From an optimization exercise on the open Yosys and OpenROAD flow, aimed at small area; shortcuts taken in it are not production practice.
Only simulation tests tie the RTL to the original design; equivalence was not proved.
Power figures rest on the tool's default switching activity, not on a simulated workload.

==> design.v <==
module reg_file_nrw #(
    parameter int WIDTH    = 32,
    parameter int DEPTH    = 32,
    parameter int ZERO_REG = 1,
    parameter int BYPASS   = 1,
    parameter int AW       = $clog2(DEPTH)
) (
    input  logic               cl,
    input  logic               cr,
    input  logic               clr,
    input  logic               we,
    input  logic [WIDTH/8-1:0] be,
    input  logic [AW-1:0]      wa,
    input  logic [WIDTH-1:0]   wd,
    input  logic [AW-1:0]      ra1,
    input  logic [AW-1:0]      ra2,
    output logic [WIDTH-1:0]   rd1,
    output logic [WIDTH-1:0]   rd2
);
    localparam int NB = WIDTH / 8;
    logic [WIDTH-1:0] mem [DEPTH];
    logic             wa_ok;
    logic             wr_ok;
    logic             fwd;
    logic [WIDTH-1:0] wr_old;
    logic [WIDTH-1:0] wr_new;
    logic [AW-1:0]    ra [2];
    logic [WIDTH-1:0] rd [2];
    function automatic logic in_range(input logic [AW-1:0] a);
        in_range = ({1'b0, a} < (AW + 1)'(DEPTH));
    endfunction
    function automatic logic is_zero(input logic [AW-1:0] a);
        is_zero = ((ZERO_REG != 0) && (a == '0));
    endfunction
    assign wa_ok = in_range(wa) && !is_zero(wa);
    assign wr_ok = cr && we && !clr && wa_ok;
    assign fwd   = (BYPASS != 0) && wr_ok;
    always_comb begin
        wr_old = '0;
        if (in_range(wa)) begin
            wr_old = mem[wa];
        end
        wr_new = wr_old;
        for (int k = 0; k < NB; k++) begin
            if (be[k]) begin
                wr_new[8*k +: 8] = wd[8*k +: 8];
            end
        end
    end
    always_ff @(posedge cl or negedge cr) begin
        if (!cr) begin
            for (int i = 0; i < DEPTH; i++) begin
                mem[i] <= '0;
            end
        end else if (clr) begin
            for (int i = 0; i < DEPTH; i++) begin
                mem[i] <= '0;
            end
        end else if (wr_ok) begin
            mem[wa] <= wr_new;
        end
    end
    assign ra[0] = ra1;
    assign ra[1] = ra2;
    always_comb begin
        for (int p = 0; p < 2; p++) begin
            rd[p] = '0;
            if (!cr) begin
                rd[p] = '0;
            end else if (fwd && (ra[p] == wa)) begin
                rd[p] = wr_new;
            end else if (in_range(ra[p]) && !is_zero(ra[p])) begin
                rd[p] = mem[ra[p]];
            end
        end
    end
    assign rd1 = rd[0];
    assign rd2 = rd[1];
endmodule
==> run.sh <==
#!/bin/bash
# synth_recipe.tcl (not shown) runs the flow's synth.tcl, then flattens the netlist and writes it again
# the make line also repeats each setting of config.mk as NAME=value (left out here)
make -C /OpenROAD-flow-scripts/flow DESIGN_CONFIG=/design/flow/config.mk WORK_HOME=/design/flow/orfs CLKGATE_MAP_FILE= SYNTH_SCRIPT=/design/flow/synth_recipe.tcl finish
==> config.mk <==
export PLATFORM = sky130hd
export DESIGN_NAME = reg_file_nrw
export DESIGN_NICKNAME = reg_file_nrw
export VERILOG_FILES = /design/flow/design.v
export SDC_FILE = /design/flow/constraint.sdc
export NUM_CORES = 4
export LEC_CHECK = 0
export CAP_MARGIN = 20
export CELL_PAD_IN_SITES_DETAIL_PLACEMENT = 1
export CELL_PAD_IN_SITES_GLOBAL_PLACEMENT = 2
export CORE_MARGIN = 2
export CORE_UTILIZATION = 30
export GPL_ROUTABILITY_DRIVEN = 1
export SLEW_MARGIN = 20
==> constraint.sdc <==
create_clock -name core_clock -period 10.0 [get_ports {cl}]
set_input_delay 2.0000 -clock core_clock [delete_from_list [all_inputs] [get_ports {cl}]]
set_output_delay 2.0000 -clock core_clock [all_outputs]
set_load 0.01 [all_outputs]
==> results of run 1 <==
==> worst max-delay path: cells and delay by family <==
kind | cells | cell delay (ns)
AOI/OAI and AO/OA | 3 | 1.09
and+or+nand+nor | 4 | 1.89
buffers and inverters | 3 | 2.11
==> stage by stage <==
| step | hold WS, ns | power (W) | setup slack (ns) |
|---|---|---|---|
| finish | 0.497 | 0.0105 | 0.875 |
| global route | 0.521 | 0.0107 | 1.05 |
| CTS | 0.503 | 0.0105 | 1.21 |
| detailed placement | 0.484 | 0.00516 | 1.23 |
| global placement | 0.477 | 0.00515 | 1.26 |
| floorplan | 0.458 | 0.00459 | 3.70 |
==> power by group <==
group / total, W / switching, W / internal [W]
Sequential: 0.00417 / 0.0000202 / 0.00415
Combinational: 0.000975 / 0.000790 / 0.000185
Clock: 0.00538 / 0.00217 / 0.00321
Total: 0.0105 / 0.00298 / 0.00755
==> worst paths after layout <==
kind / slack (ns) / endpoint / cells past startpoint / start
max: 0.87 / rd2[13] / 10 / ra2[1]
min reg2reg: 0.50 / mem[0][26]$_DFFE_PN0P_ / 1 / mem[0][26]$_DFFE_PN0P_
max reg2reg: 6.41 / mem[22][21]$_DFFE_PN0P_ / 7 / mem[19][21]$_DFFE_PN0P_
max in group asynchronous: 4.51 / mem[0][24]$_DFFE_PN0P_ / 6 / cr
min: 0.50 / mem[0][26]$_DFFE_PN0P_ / 1 / mem[0][26]$_DFFE_PN0P_
min in group asynchronous: 1.01 / mem[16][10]$_DFFE_PN0P_ / 1 / cr
==> synthesized netlist by cell type (all sizes together), types with 13 or more instances <==
cell type,number
or3b,20
nand3b,786
o22ai,23
a2111oi,102
mux2,20
nor2,330
a211oi,127
nor3,54
nor4,43
or3,19
buf,227
a221oi,112
a21oi,137
a222oi,34
a22oi,801
nand2,387
o21a,66
or4,25
and4,29
clkbuf,539
a22o,120
nor3b,18
inv,14
nand3,227
o21ai,805
nand4,163
nor2b,45
dfrtp,1024
mux2i,54
and3,334
nand2b,13
==> layer usage <==
| layer | track usage (%) | vias to the layer above |
|---|---|---|
| li1 | - | 26200 |
| met1 | 57.6 | 37600 |
| met2 | 64.6 | 6805 |
| met3 | 18.7 | 2354 |
| met4 | 32.9 | 46 |
| met5 | 0.643 | - |
==> cell type report <==
type | instances | area, sq um | share of cell area, %
multi-input combinational | 5054 | 33700 | 46.7
sequential | 1024 | 25600 | 35.4
timing repair buffer | 498 | 4650 | 6.44
clock buffer | 185 | 3850 | 5.32
tap | 2688 | 3360 | 4.65
clock inverter | 57 | 870 | 1.20
antenna | 60 | 150 | 0.208
inverter | 16 | 60.1 | 0.0831
==> cell families after synthesis <==
group,after synthesis,share of synthesized area (%)
AOI/OAI and AO/OA,2445,27.3
xor gates and xnor gates,10,0.142
muxes,74,1.24
DFF,1024,41.5
buffers and inverters,782,5.48
and+or+nand+nor,2525,24.3
==> summary.txt, run 1 <==
# TYPE chip_impl_metric gauge
chip_impl_metric{name="finalWeightedCongestion",unit=""} 1.04
chip_impl_metric{name="synth-warning-count",unit=""} 4
chip_impl_metric{name="sequential_area_share_after_synthesis",unit="%"} 41.5
chip_impl_metric{name="global_route_wire_length_before_repair",unit="um"} 660000
chip_impl_info{name="worstSetupEndpointType",value="output pin"} 1
chip_impl_metric{name="post_cts.resized_instances",unit=""} 0
chip_impl_metric{name="path_max_fanout",unit=""} 15
chip_impl_metric{name="first_global_vias",unit=""} 68500
chip_impl_info{name="postSynth.topFlopCell",value="sky130_fd_sc_hd__dfrtp_1"} 1
chip_impl_info{name="reg.largest.list",value="mem x1024"} 1
chip_impl_metric{name="worst_ep_arrival_time",unit="ns"} 7.13
chip_impl_metric{name="postPlaceCellArea",unit="sq um"} 67300
chip_impl_metric{name="total_half_perimeter_wirelength_after_legalization_and_detailed_placement",unit="um"} 321000
chip_impl_info{name="slowest_stage",value="sky130_fd_sc_hd__nor2_4"} 1
chip_impl_metric{name="crit_path_max_incr_delay",unit="ns"} 1.07
chip_impl_metric{name="n_fill_cell",unit=""} 22900
chip_impl_metric{name="final-hold-violation-count",unit=""} 0
chip_impl_info{name="hold_path_class",value="register to register"} 1
chip_impl_metric{name="cts_sinks",unit=""} 1024
chip_impl_metric{name="grt_max_degree",unit=""} 107
chip_impl_metric{name="floorplan.rows",unit=""} 166
chip_impl_metric{name="syn_nets",unit=""} 6915
chip_impl_metric{name="routedLengthMet1",unit="um"} 189000
chip_impl_metric{name="post-route-period-util",unit="%"} 91.3
chip_impl_metric{name="finalSetupTns",unit="ns"} 0
chip_impl_metric{name="postSynthRegisterBits",unit=""} 1024
chip_impl_info{name="unrepaired_setup_endpoints_after_global_routing",value="false"} 1
chip_impl_metric{name="post_drt_wl_per_cell",unit="um"} 52.3
chip_impl_metric{name="global_route.usage.total",unit="%"} 46.4
chip_impl_metric{name="drc",unit=""} 0
chip_impl_info{name="critical_path.startpoint_type",value="primary input"} 1
chip_impl_info{name="synth_top_cells_by_area",value="sky130_fd_sc_hd__dfrtp_1 (42%), sky130_fd_sc_hd__a22oi_1 (9.7%), sky130_fd_sc_hd__nand3b_1 (9.5%)"} 1
chip_impl_metric{name="numPortBuffers",unit=""} 118
chip_impl_metric{name="synth_top_area_share",unit="%"} 41.5
chip_impl_metric{name="via_count",unit=""} 73000
chip_impl_metric{name="fp.coreArea",unit="sq um"} 205000
chip_impl_metric{name="largest_reg_flops",unit=""} 1024
chip_impl_metric{name="drt_pre_antenna_iters",unit=""} 10
chip_impl_metric{name="fp.dieArea",unit="sq um"} 209000
chip_impl_metric{name="tightest_slew",unit="ns"} 1.32
chip_impl_metric{name="detailroute.wirelength.met3",unit="um"} 65000
chip_impl_info{name="final_cell_mix",value="sky130_fd_sc_hd__dfrtp_1 (1024), sky130_fd_sc_hd__a22oi_1 (800), sky130_fd_sc_hd__nand3b_1 (784)"} 1
chip_impl_metric{name="finish.cell_count_without_fillers",unit=""} 9582
chip_impl_metric{name="timing.critical_path.required",unit="ns"} 8.00
chip_impl_info{name="largest_register",value="mem"} 1
chip_impl_metric{name="synth_edf_count",unit=""} 0
chip_impl_metric{name="synth_area_per_cell",unit="sq um"} 8.99
chip_impl_metric{name="synthToLayoutAreaGrowth",unit="%"} 17.2
chip_impl_metric{name="clock_insertion_delay_worst_skew",unit="ns"} 0.84
chip_impl_metric{name="power-per-cell-area",unit="nW/um^2"} 146
chip_impl_metric{name="starting_density",unit="%"} 30.1
chip_impl_info{name="synth_area_leader_cell",value="sky130_fd_sc_hd__dfrtp_1"} 1
chip_impl_metric{name="globalRoute.totalOverflow",unit=""} 0
chip_impl_info{name="root_buffer",value="sky130_fd_sc_hd__clkbuf_16"} 1
chip_impl_metric{name="max_slew_vio_count",unit=""} 0
chip_impl_metric{name="die_width",unit="um"} 457
chip_impl_info{name="top_layer_used",value="met5"} 1
chip_impl_metric{name="p_leak",unit="nW"} 29.1
chip_impl_metric{name="fmax",unit="MHz"} 110
chip_impl_metric{name="grt_antenna_before_repair",unit=""} 68
chip_impl_metric{name="fin_nets",unit=""} 6783
chip_impl_info{name="layout_commonest_cell",value="sky130_fd_sc_hd__dfrtp_1"} 1
chip_impl_metric{name="period_needed",unit="ns"} 9.13
chip_impl_metric{name="clock_path_buffers",unit=""} 3
chip_impl_metric{name="post_drt_via_cell_ratio",unit=""} 7.62
chip_impl_info{name="cts_tree",value="done"} 1
chip_impl_metric{name="synth.distinct_cells",unit=""} 102
chip_impl_metric{name="slew_headroom",unit="%"} 11.6
chip_impl_metric{name="setup_viol",unit=""} 0
chip_impl_metric{name="ir_worst_vdd",unit="mV"} 0.198
chip_impl_metric{name="hold_buffers",unit=""} 0
chip_impl_info{name="worstSetupPathType",value="primary input to output pin"} 1
chip_impl_info{name="timing.critical_path.mode_cell",value="sky130_fd_sc_hd__clkdlybuf4s50_1"} 1
chip_impl_metric{name="die_h",unit="um"} 457
chip_impl_metric{name="post-route-cell-area",unit="sq um"} 72300
chip_impl_metric{name="h-tree-depth",unit=""} 4
chip_impl_metric{name="max_cap_viol_count",unit=""} 0
chip_impl_metric{name="postLayoutCoreUtil",unit="%"} 35.3
chip_impl_metric{name="async_flop_share",unit="%"} 100
chip_impl_metric{name="clock-skew-final",unit="ns"} 0.0336
chip_impl_info{name="crit_path_cell_trace",value="clkdlybuf4s50_1, nand2_1, nor2_4, buf_4, a22oi_1, nand4_1, nor2_1, a31o_2, a21oi_1, clkdlybuf4s50_1"} 1
chip_impl_metric{name="mapped_cells",unit=""} 6860
chip_impl_metric{name="cts_setup_buffers",unit=""} 0
chip_impl_metric{name="synthesis.area",unit="sq um"} 61700
chip_impl_metric{name="cts.reportedPaths.clkPinSlew",unit="ns"} 0.06
chip_impl_metric{name="cts-buffers-inserted",unit=""} 134
chip_impl_metric{name="drtAntennaViolNets",unit=""} 0
chip_impl_metric{name="floorplan.io_pins",unit=""} 119
chip_impl_metric{name="drive_above_1_share",unit="%"} 12.8
chip_impl_metric{name="placed_cells_incl_taps",unit=""} 9276
chip_impl_metric{name="postRouteWirelength",unit="um"} 501000
chip_impl_metric{name="dr.first_iter.drc_count",unit=""} 13800
chip_impl_metric{name="met2WireLength",unit="um"} 201000
chip_impl_info{name="run_status",value="no timing/DRC/antenna violations"} 1
==> inputs of run 2 (changes only) <==
==> design.v (replaced) <==
module reg_file_nrw #(
    parameter int WIDTH    = 32,
    parameter int DEPTH    = 32,
    parameter int ZERO_REG = 1,
    parameter int BYPASS   = 1,
    parameter int AW       = $clog2(DEPTH)
) (
    input  logic               cl,
    input  logic               cr,
    input  logic               clr,
    input  logic               we,
    input  logic [WIDTH/8-1:0] be,
    input  logic [AW-1:0]      wa,
    input  logic [WIDTH-1:0]   wd,
    input  logic [AW-1:0]      ra1,
    input  logic [AW-1:0]      ra2,
    output logic [WIDTH-1:0]   rd1,
    output logic [WIDTH-1:0]   rd2
);
    localparam int NB = WIDTH / 8;
    logic [WIDTH-1:0] mem [1:DEPTH-1];
    logic [DEPTH-1:1] vld;
    logic             wr_ok;
    logic [WIDTH-1:0] wd_m;
    assign wr_ok = we && !clr && (wa != '0);
    always_comb begin
        for (int k = 0; k < NB; k++) begin
            wd_m[8*k +: 8] = be[k] ? wd[8*k +: 8] : 8'h00;
        end
    end
    always_ff @(posedge cl or negedge cr) begin
        if (!cr) begin
            vld <= '0;
        end else if (clr) begin
            vld <= '0;
        end else if (wr_ok) begin
            vld[wa] <= 1'b1;
        end
    end
    always_ff @(posedge cl) begin
        for (int i = 1; i < DEPTH; i++) begin
            for (int k = 0; k < NB; k++) begin
                if (wr_ok && (wa == AW'(i)) && (be[k] || !vld[i])) begin
                    mem[i][8*k +: 8] <= wd_m[8*k +: 8];
                end
            end
        end
    end
    logic [AW-1:0]    ra [2];
    logic [WIDTH-1:0] rd [2];
    assign ra[0] = ra1;
    assign ra[1] = ra2;
    always_comb begin
        for (int p = 0; p < 2; p++) begin
            rd[p] = '0;
            for (int i = 1; i < DEPTH; i++) begin
                if (ra[p] == AW'(i) && vld[i]) rd[p] = mem[i];
            end
            if (wr_ok && (ra[p] == wa)) begin
                for (int k = 0; k < NB; k++) begin
                    if (be[k]) rd[p][8*k +: 8] = wd[8*k +: 8];
                end
            end
            if (!cr) rd[p] = '0;
        end
    end
    assign rd1 = rd[0];
    assign rd2 = rd[1];
endmodule
==> run 2 against run 1 <==
  * Die area decreased by 23%
  * Register-to-register slack better by 1.5 ns
  * Critical path type unchanged
  * Critical path depth up 4
  * Still clean
  * Flip-flop and latch count is 1 lower
  * Clock-buffer cell count decreased by 48
  * Routed wire length shrank 41%
  * Combinational power decreased by about 70%
  * Clock skew increased by 0.013 ns
  * Worst hold slack gained 0.23 ns
  * Global-route usage decreased by 10 points
  * Clock power fell by 18%
==> summary.txt, run 2 <==
# TYPE chip_impl_metric gauge
chip_impl_metric{name="max_cap_viol_count",unit=""} 0
chip_impl_metric{name="power-per-cell-area",unit="nW/um^2"} 170
chip_impl_metric{name="period_needed",unit="ns"} 9.40
chip_impl_info{name="crit_path_cell_trace",value="clkdlybuf4s50_1, inv_1, ha_1, nor4b_1, nor4_1, buf_4, and2_1, nand2_1, buf_4, nand2_1, nor4_1, a2111oi_1, buf_4, clkdlybuf4s50_1"} 1
chip_impl_metric{name="hold_buffers",unit=""} 0
chip_impl_metric{name="post_cts.resized_instances",unit=""} 0
chip_impl_metric{name="reg2reg_setup_slack",unit="ns"} 7.90
chip_impl_metric{name="drive_above_1_share",unit="%"} 15.4
chip_impl_metric{name="clock_path_buffers",unit=""} 3
chip_impl_metric{name="sequential_area_share_after_synthesis",unit="%"} 64.8
chip_impl_metric{name="global_route.usage.total",unit="%"} 35.9
chip_impl_metric{name="cts.reportedPaths.clkPinSlew",unit="ns"} 0.06
chip_impl_info{name="postSynth.topFlopCell",value="sky130_fd_sc_hd__edfxtp_1"} 1
chip_impl_metric{name="fmax",unit="MHz"} 106
chip_impl_metric{name="synth_edf_count",unit=""} 992
chip_impl_metric{name="die_width",unit="um"} 400
chip_impl_metric{name="synth_area_per_cell",unit="sq um"} 13.1
chip_impl_info{name="layout_commonest_cell",value="sky130_fd_sc_hd__edfxtp_1"} 1
chip_impl_info{name="synthTopCellsByCount",value="sky130_fd_sc_hd__edfxtp_1 (992), sky130_fd_sc_hd__a22oi_1 (293), sky130_fd_sc_hd__a21oi_1 (233), sky130_fd_sc_hd__a221oi_1 (170), sky130_fd_sc_hd__nand2_1 (160)"} 1
chip_impl_metric{name="final-hold-violation-count",unit=""} 0
chip_impl_metric{name="drtAntennaViolNets",unit=""} 0
chip_impl_metric{name="post-route-period-util",unit="%"} 94.0
chip_impl_metric{name="postRouteWirelength",unit="um"} 298000
chip_impl_metric{name="global_route_wire_length_before_repair",unit="um"} 387000
chip_impl_metric{name="cts_sinks",unit=""} 1023
chip_impl_info{name="root_buffer",value="sky130_fd_sc_hd__clkbuf_16"} 1
chip_impl_info{name="slowest_stage",value="sky130_fd_sc_hd__clkdlybuf4s50_1"} 1
chip_impl_metric{name="fp.coreArea",unit="sq um"} 156000
chip_impl_metric{name="netSwitchingPower",unit="W"} 0.00221
chip_impl_metric{name="globalRoute.totalOverflow",unit=""} 0
chip_impl_metric{name="syn_nets",unit=""} 3675
chip_impl_metric{name="postSynthRegisterBits",unit=""} 1023
chip_impl_metric{name="clock-skew-final",unit="ns"} 0.0469
chip_impl_metric{name="setup_viol",unit=""} 0
chip_impl_metric{name="via_count",unit=""} 42500
chip_impl_metric{name="slew_headroom",unit="%"} 12.8
chip_impl_metric{name="synth.distinct_cells",unit=""} 90
chip_impl_info{name="run_status",value="no timing/DRC/antenna violations"} 1
chip_impl_metric{name="clock_power_share",unit="%"} 46.7
chip_impl_metric{name="fp.dieArea",unit="sq um"} 160000
chip_impl_info{name="hold_path.startpoint",value="vld[31]$_DFFE_PN0P_"} 1
chip_impl_info{name="worstSetupPathType",value="primary input to output pin"} 1
chip_impl_metric{name="p_leak",unit="nW"} 17.1
chip_impl_metric{name="h-tree-depth",unit=""} 3
chip_impl_metric{name="tightest_slew",unit="ns"} 1.31
chip_impl_metric{name="first_global_vias",unit=""} 40700
chip_impl_metric{name="finalWeightedCongestion",unit=""} 1.03
chip_impl_info{name="hold_path_class",value="register to register"} 1
chip_impl_metric{name="grt_max_degree",unit=""} 55
chip_impl_info{name="timing.hold.worst_endpoint",value="vld[31]$_DFFE_PN0P_"} 1
chip_impl_metric{name="cts_setup_buffers",unit=""} 0
chip_impl_metric{name="synth_top_area_share",unit="%"} 63.2
chip_impl_metric{name="floorplan.io_pins",unit=""} 119
chip_impl_info{name="timing.critical_path.mode_cell",value="sky130_fd_sc_hd__buf_4"} 1
chip_impl_metric{name="drc",unit=""} 0
chip_impl_metric{name="largest_reg_flops",unit=""} 992
chip_impl_info{name="largest_register",value="mem"} 1
chip_impl_metric{name="dr.first_iter.drc_count",unit=""} 7934
chip_impl_metric{name="drt_pre_antenna_iters",unit=""} 9
chip_impl_metric{name="power_report.internal_total",unit="W"} 0.00726
chip_impl_info{name="synth_area_leader_cell",value="sky130_fd_sc_hd__edfxtp_1"} 1
chip_impl_metric{name="cts-buffers-inserted",unit=""} 117
chip_impl_metric{name="hold_depth",unit=""} 2
chip_impl_info{name="reg.largest.list",value="mem x992, vld x31"} 1
chip_impl_info{name="unrepaired_setup_endpoints_after_global_routing",value="false"} 1
chip_impl_metric{name="reg2regPathDepth",unit=""} 1
chip_impl_metric{name="die_h",unit="um"} 400
chip_impl_metric{name="fin_nets",unit=""} 3862
chip_impl_metric{name="timing.final.ws_setup",unit="ns"} 0.602
chip_impl_metric{name="worst_ep_arrival_time",unit="ns"} 7.40
chip_impl_metric{name="timing.critical_path.required",unit="ns"} 8.00
chip_impl_info{name="critical_register_to_register_path_startpoint",value="vld[1]$_DFFE_PN0P_"} 1
chip_impl_info{name="cts_tree",value="done"} 1
chip_impl_metric{name="post_drt_via_cell_ratio",unit=""} 7.13
chip_impl_metric{name="mapped_cells",unit=""} 3606
chip_impl_metric{name="power_frac_seq",unit="%"} 50.2
chip_impl_info{name="crit_start",value="wa[0]"} 1
chip_impl_metric{name="swShare",unit="%"} 23.4
chip_impl_metric{name="max_slew_vio_count",unit=""} 0
chip_impl_metric{name="dp_worst_setup_slack",unit="ns"} 0.842
chip_impl_metric{name="ir_worst_vdd",unit="mV"} 0.149
chip_impl_info{name="crit-reg2reg-capture",value="mem[1][4]$_DFFE_PP_"} 1
chip_impl_metric{name="crit_path_max_incr_delay",unit="ns"} 0.79
chip_impl_info{name="final_cell_mix",value="sky130_fd_sc_hd__edfxtp_1 (992), sky130_fd_sc_hd__a22oi_1 (293), sky130_fd_sc_hd__buf_4 (265)"} 1
chip_impl_metric{name="synthToLayoutAreaGrowth",unit="%"} 18.4
chip_impl_metric{name="total_half_perimeter_wirelength_after_legalization_and_detailed_placement",unit="um"} 198000
chip_impl_metric{name="post_drt_wl_per_cell",unit="um"} 50.0
chip_impl_metric{name="postLayoutCoreUtil",unit="%"} 35.7
chip_impl_metric{name="path_max_fanout",unit=""} 18
chip_impl_info{name="critical_path.startpoint_type",value="primary input"} 1
chip_impl_metric{name="power.share.combinational",unit="%"} 3.1
chip_impl_metric{name="async_flop_share",unit="%"} 3.03
chip_impl_metric{name="finalSetupTns",unit="ns"} 0
chip_impl_info{name="most_used_standard_cell_by_instance_count_after_synthesis",value="sky130_fd_sc_hd__edfxtp_1"} 1
chip_impl_metric{name="floorplan.rows",unit=""} 145
chip_impl_metric{name="clock_insertion_delay_worst_skew",unit="ns"} 0.80
chip_impl_metric{name="synthesis.area",unit="sq um"} 47100
chip_impl_metric{name="synth-warning-count",unit=""} 4
chip_impl_metric{name="starting_density",unit="%"} 30.2
chip_impl_metric{name="grt_antenna_before_repair",unit=""} 33
chip_impl_info{name="synth_top_cells_by_area",value="sky130_fd_sc_hd__edfxtp_1 (63%), sky130_fd_sc_hd__a22oi_1 (4.7%), sky130_fd_sc_hd__a221oi_1 (3.2%)"} 1
chip_impl_info{name="worstSetupEndpointType",value="output pin"} 1
chip_impl_metric{name="numPortBuffers",unit=""} 118
==> run 2: cell count changes in the layout (fill, tap and decap cells not counted), moves of 195 or more <==
cell	previous run	this run
sky130_fd_sc_hd__a22oi_1	800	293
sky130_fd_sc_hd__and3_1	333	33
sky130_fd_sc_hd__dfrtp_1	1024	31
sky130_fd_sc_hd__edfxtp_1	0	992
sky130_fd_sc_hd__nand2_1	354	159
sky130_fd_sc_hd__nand3b_1	784	4
sky130_fd_sc_hd__o21ai_0	755	99
==> run 2: metal layers <==
metal / vias up / share of wire, % / track usage (%)
met2: 3927 / 42 / 52.2
li1: 15600 / - / -
met1: 22000 / 37 / 45.6
met5: - / 0.079 / 0
met4: 28 / 6.9 / 20.8
met3: 999 / 14 / 13.3
==> run 2: cell type report <==
cell class / instances / area, sq um
antenna: 10 / 25.0
clock buffer: 137 / 3080
clock inverter: 83 / 769
fill: 16300 / 100000
inverter: 37 / 139
multi-input combinational: 2221 / 15300
sequential: 1023 / 30600
tap: 2058 / 2570
timing repair buffer: 393 / 3380
==> run 2: metrics by stage <==
stage | std cells | power (W) | hold slack, ns | cell area [sq um]
final | 5962 | 0.00948 | 0.722 | 55800
after global routing | 5954 | 0.00963 | 0.730 | 55800
after CTS | 5951 | 0.00946 | 0.715 | 55700
after detailed placement | 5731 | 0.00513 | 0.702 | 51900
after global placement | 5731 | 0.00512 | 0.690 | 51800
after floorplan | 3606 | 0.00496 | 0.541 | 47100
==> run 2: logic make-up (layout without fill, tap and decap cells) <==
kind of cell	count (synthesis)	count (layout)	share of synthesized area, %
AOI/OAI and AO/OA	1358	1358	21.5
xor gates and xnor gates	15	15	0.311
adders and majority gates	14	14	0.372
buffers and inverters	362	650	3.55
DFF	1023	1023	64.8
muxes	5	5	0.109
other	0	10	0
and+or+nand+nor	829	829	9.27
==> run 2: worst max-delay path by stage <==
stage	endpoint	slack, ns	cells after the start
after floorplan	rd1[19]	3.75	10
after global placement	rd1[23]	0.67	14
after detailed placement	rd1[23]	0.84	14
after CTS	rd1[23]	0.83	14
after global routing	rd1[23]	0.53	14
final	rd1[23]	0.60	14
==> run 2: power by group through the flow <==
stage | clock network [W] | logic [W] | registers, W
3_3_place_gp | 0 | 0.000280 | 0.00484
6_report | 0.00443 | 0.000297 | 0.00475
2_1_floorplan | 0 | 0.000133 | 0.00483
4_1_cts | 0.00442 | 0.000284 | 0.00475
3_5_place_dp | 0 | 0.000283 | 0.00484
5_1_grt | 0.00457 | 0.000307 | 0.00475
==> run 2: worst max-delay path, delay by kind of cell <==
| family | cells | cell delay (ns) |
|---|---|---|
| buffers and inverters | 6 | 2.30 |
| AO/OA/AOI/OAI | 1 | 0.79 |
| adder cells (fa/ha/maj) | 1 | 0.34 |
| AND/OR/NAND/NOR | 6 | 1.92 |

-- what the ideal ports hide --
How much do the figures lean on ideal ports? The routed layouts below were timed once more, with nothing changed but the port constraints.
Step 1: set_driving_cell puts a clkbuf_16 on cl and a buf_2 on each other input, an assumption about the parent block.
Step 2 adds t to the input delays and takes it off the output delays; t is the mean of the earliest and latest rising clock arrival at the registers after step 1. Input paths then give back, and output paths get back, about the clock's delay inside the block.
Three values: ideal, step 1, step 2; two values: the first two.
| run | t, ns | setup slack, ns | worst hold slack (ns) |
|---|---|---|---|
| run 1 | 0.920 | 0.875 / 0.845 / 0.845 | 0.497 / 0.497 / 0.497 |
| run 2 | 0.866 | 0.602 / 0.544 / 0.544 | 0.722 / 0.722 / 0.722 |
After both steps setup and hold are still met in every run listed. For run 2, which loses most, drivers alone change the setup slack by -0.058 ns; drivers and shift together by -0.058 ns.
